This design comes from an exercise in tuning for small area and a short achievable clock period on the open sky130 flow, not from production work. Function was checked by simulation only, so behaviour that the tests miss may differ from the original. Power and IR drop assume default switching activity.

## willow
Design ex_stage, start of the top module:
module ex_stage (
	input  logic        clk,
	input  logic        rst_i,
	input  logic        valid_i,
	input  logic [31:0] inst_i,
	input  logic [63:0] op1_i,
	input  logic [63:0] op2_i,
	input  logic [63:0] jump_base_i,
	input  logic [63:0] jump_offset_i,
	input  logic        reg_wr_en_i,
	input  logic [4:0]  reg_wr_addr_i,
	output logic        out_valid_o,
	output logic        reg_wr_en_o,
	output logic [4:0]  reg_wr_addr_o,
	output logic [63:0] reg_wr_data_o,
	output logic        jump_en_o,
	output logic [63:0] jump_addr_o
);
	parameter int LO       = 32;
	parameter int TLO      = 32;
	parameter int ARCH     = 0;
	localparam int HI  = 64 - LO;
	localparam int THI = 64 - TLO;
	logic [6:0] opc;
	logic [2:0] f3;
	logic       b30;
	logic       is_op, is_opi, is_alu, is_br, is_jmp, is_add;
	assign opc    = inst_i[6:0];
	assign f3     = inst_i[14:12];
	assign b30    = inst_i[30];
	assign is_op  = opc == 7'b0110011;
	assign is_opi = opc == 7'b0010011;
	assign is_alu = is_op | is_opi;
	assign is_br  = opc == 7'b1100011;
	assign is_jmp = (opc == 7'b1101111) | (opc == 7'b1100111);
	assign is_add = is_jmp | (opc == 7'b0110111) | (opc == 7'b0010111);
	logic op_sum, op_sub, op_slt, op_sltu, op_sh, op_sll, op_sra, op_lg;
	assign op_sum  = is_add | (is_alu & (f3 == 3'b000));
	assign op_sub  = is_op & (f3 == 3'b000) & b30;
	assign op_slt  = is_alu & (f3 == 3'b010);
	assign op_sltu = is_alu & (f3 == 3'b011);
	assign op_sh   = is_alu & (f3[1:0] == 2'b01);
	assign op_sll  = is_alu & (f3 == 3'b001);
	assign op_sra  = is_alu & (f3 == 3'b101) & b30;
	assign op_lg   = is_alu & f3[2] & (f3[1:0] != 2'b01);
	logic inv_b, flip;
	assign inv_b = op_sub | op_slt | op_sltu | is_br;
  ...
Size: roughly 350 flip-flops, ~430 I/O pins, about 0.026 sq mm of cells after synthesis.
clock: 5.0 ns
lec_check: 0
abc_area: 1
cap_margin: 20
core_margin: 2
core_utilization: 60
cts_cluster_diameter: 100
cts_cluster_size: 30
setup_slack_margin: 2.7
slew_margin: 20
tns_end_percent: 5
standard.sh (not shown) runs the stock make flow with config.mk's settings and CLKGATE_MAP_FILE= SYNTH_SCRIPT=/design/flow/synth_recipe.tcl, a recipe that flattens the netlist after the stock synthesis.
==> flow/flow/run.sh <==
#!/bin/bash
# Standard layout, with plain buf_1 cells as the port buffers.
bash standard.sh BUFFER_PORTS_ARGS="-buffer_cell sky130_fd_sc_hd__buf_1" > standard.log 2>&1
Here is what was changed in the inputs of zinc compared with willow.
# willow
export LEC_CHECK = 0
export ABC_AREA = 1
export CAP_MARGIN = 20
export CORE_MARGIN = 2
export CORE_UTILIZATION = 60
export CTS_CLUSTER_DIAMETER = 100
export CTS_CLUSTER_SIZE = 30
export SETUP_SLACK_MARGIN = 2.7
export SLEW_MARGIN = 20
export TNS_END_PERCENT = 5
create_clock -name core_clock -period 5.0 [get_ports {clk}]
# zinc
export LEC_CHECK = 0
export ABC_AREA = 1
export CAP_MARGIN = 20
export CORE_MARGIN = 2
export CORE_UTILIZATION = 60
export CTS_CLUSTER_DIAMETER = 80
export CTS_CLUSTER_SIZE = 24
export SETUP_SLACK_MARGIN = 2.7
export SLEW_MARGIN = 20
export TNS_END_PERCENT = 5
create_clock -name core_clock -period 5.0 [get_ports {clk}]
==> flow/flow/run.sh <==
#!/bin/bash
# Standard layout, with plain buf_1 cells as the port buffers and more
# antenna repair passes. If antenna violations remain after detailed
# routing, the layout is redone once with a slightly different placement
# density so that the routes change.
ARGS=(BUFFER_PORTS_ARGS="-buffer_cell sky130_fd_sc_hd__buf_1" MAX_REPAIR_ANTENNAS_ITER_DRT=10 MAX_REPAIR_ANTENNAS_ITER_GRT=10)
bash standard.sh "${ARGS[@]}" > standard.log 2>&1
REP=orfs/reports/sky130hd/ex_stage/base/drt_antennas.log
if [[ ! -f out/final.def ]] || grep -q VIOLATED "$REP" 2>/dev/null; then
  mkdir -p attempt1
  cp standard.log attempt1/standard.log
  cp -r orfs/logs attempt1/logs 2>/dev/null
  cp "$REP" attempt1/ 2>/dev/null
  rm -rf orfs out/final.def
  bash standard.sh "${ARGS[@]}" PLACE_DENSITY_LB_ADDON=0.02 > standard_retry.log 2>&1
fi
[summary]
- All-layer global routing usage ended up 0.21 points lower on zinc than on willow.
- zinc reports a higher power per unit of standard cell area than willow does.
- Compared zinc vs willow, and clock transition at the registers of the reported paths is down in zinc.
- ~same wire length of the first global-routing pass in willow and zinc
## Diff of input files: lagoon against zinc
# zinc
export LEC_CHECK = 0
export ABC_AREA = 1
export CAP_MARGIN = 20
export CORE_MARGIN = 2
export CORE_UTILIZATION = 60
export CTS_CLUSTER_DIAMETER = 80
export CTS_CLUSTER_SIZE = 24
export SETUP_SLACK_MARGIN = 2.7
export SLEW_MARGIN = 20
export TNS_END_PERCENT = 5
create_clock -name core_clock -period 5.0 [get_ports {clk}]
# lagoon
export LEC_CHECK = 0
export ABC_AREA = 1
export CAP_MARGIN = 20
export CORE_MARGIN = 2
export CORE_UTILIZATION = 66
export CTS_CLUSTER_DIAMETER = 80
export CTS_CLUSTER_SIZE = 24
export SETUP_SLACK_MARGIN = 2.7
export SLEW_MARGIN = 20
export TNS_END_PERCENT = 5
create_clock -name core_clock -period 5.0 [get_ports {clk}]
## What came out
sky130_fd_sc_hd__dfxtp_1 as the cell at the slowest stage of the critical path was reported by lagoon, and sky130_fd_sc_hd__fa_2 by zinc. The fmax on lagoon is in line with that on zinc. Compared with zinc, in lagoon leakage power grew by 0.20 nW, finished layout cell area grew by 0.55%.
Setup changes, lagoon to onyx
# lagoon
export LEC_CHECK = 0
export ABC_AREA = 1
export CAP_MARGIN = 20
export CORE_MARGIN = 2
export CORE_UTILIZATION = 66
export CTS_CLUSTER_DIAMETER = 80
export CTS_CLUSTER_SIZE = 24
export SETUP_SLACK_MARGIN = 2.7
export SLEW_MARGIN = 20
export TNS_END_PERCENT = 5
create_clock -name core_clock -period 5.0 [get_ports {clk}]
# onyx
export LEC_CHECK = 0
export ABC_AREA = 1
export CAP_MARGIN = 20
export CORE_MARGIN = 2
export CORE_UTILIZATION = 60
export SETUP_SLACK_MARGIN = 2.7
export SLEW_MARGIN = 20
export TNS_END_PERCENT = 5
create_clock -name core_clock -period 5.0 [get_ports {clk}]
Notes after the runs:
- Measured against lagoon, the area of the core of onyx comes out at 1.09 times the reference value.
- Summary of onyx over lagoon: non-clock buffer count picked up an extra 7, first-pass GRT wire length lost about 0.9%.

## what the ideal ports hide
How much do the figures lean on ideal ports? The routed layouts below were timed once more, with nothing changed but the port constraints.
Step 1 sets driving cells, clkbuf_16 on the clock port and buf_2 on the other inputs (assumed; they add their load-dependent delay and slew).
Step 2 moves the port delays by t, midway between the first and last clock arrival at a register: inputs arrive t later, outputs are due t later. That takes back most of the time a late clock gives input paths.
Three values: no drivers, after step 1, after step 2; two values: the first two.
run	shift t [ns]	setup WS [ns]	worst register clock-pin slew, ns	pins driven straight from the clock port
willow	0.600	2.389 / 2.387 / 1.787	0.12 / 0.12	1
zinc	0.602	2.394 / 2.409 / 1.808	0.10 / 0.10	1
lagoon	0.639	2.393 / 2.393 / 1.834	0.10 / 0.10	1
onyx	0.631	2.363 / 2.357 / 1.726	0.06 / 0.06	1
After both steps setup and hold are still met in every run listed. For onyx, which loses most, drivers alone change the setup slack by -0.006 ns; drivers and shift together by -0.637 ns.
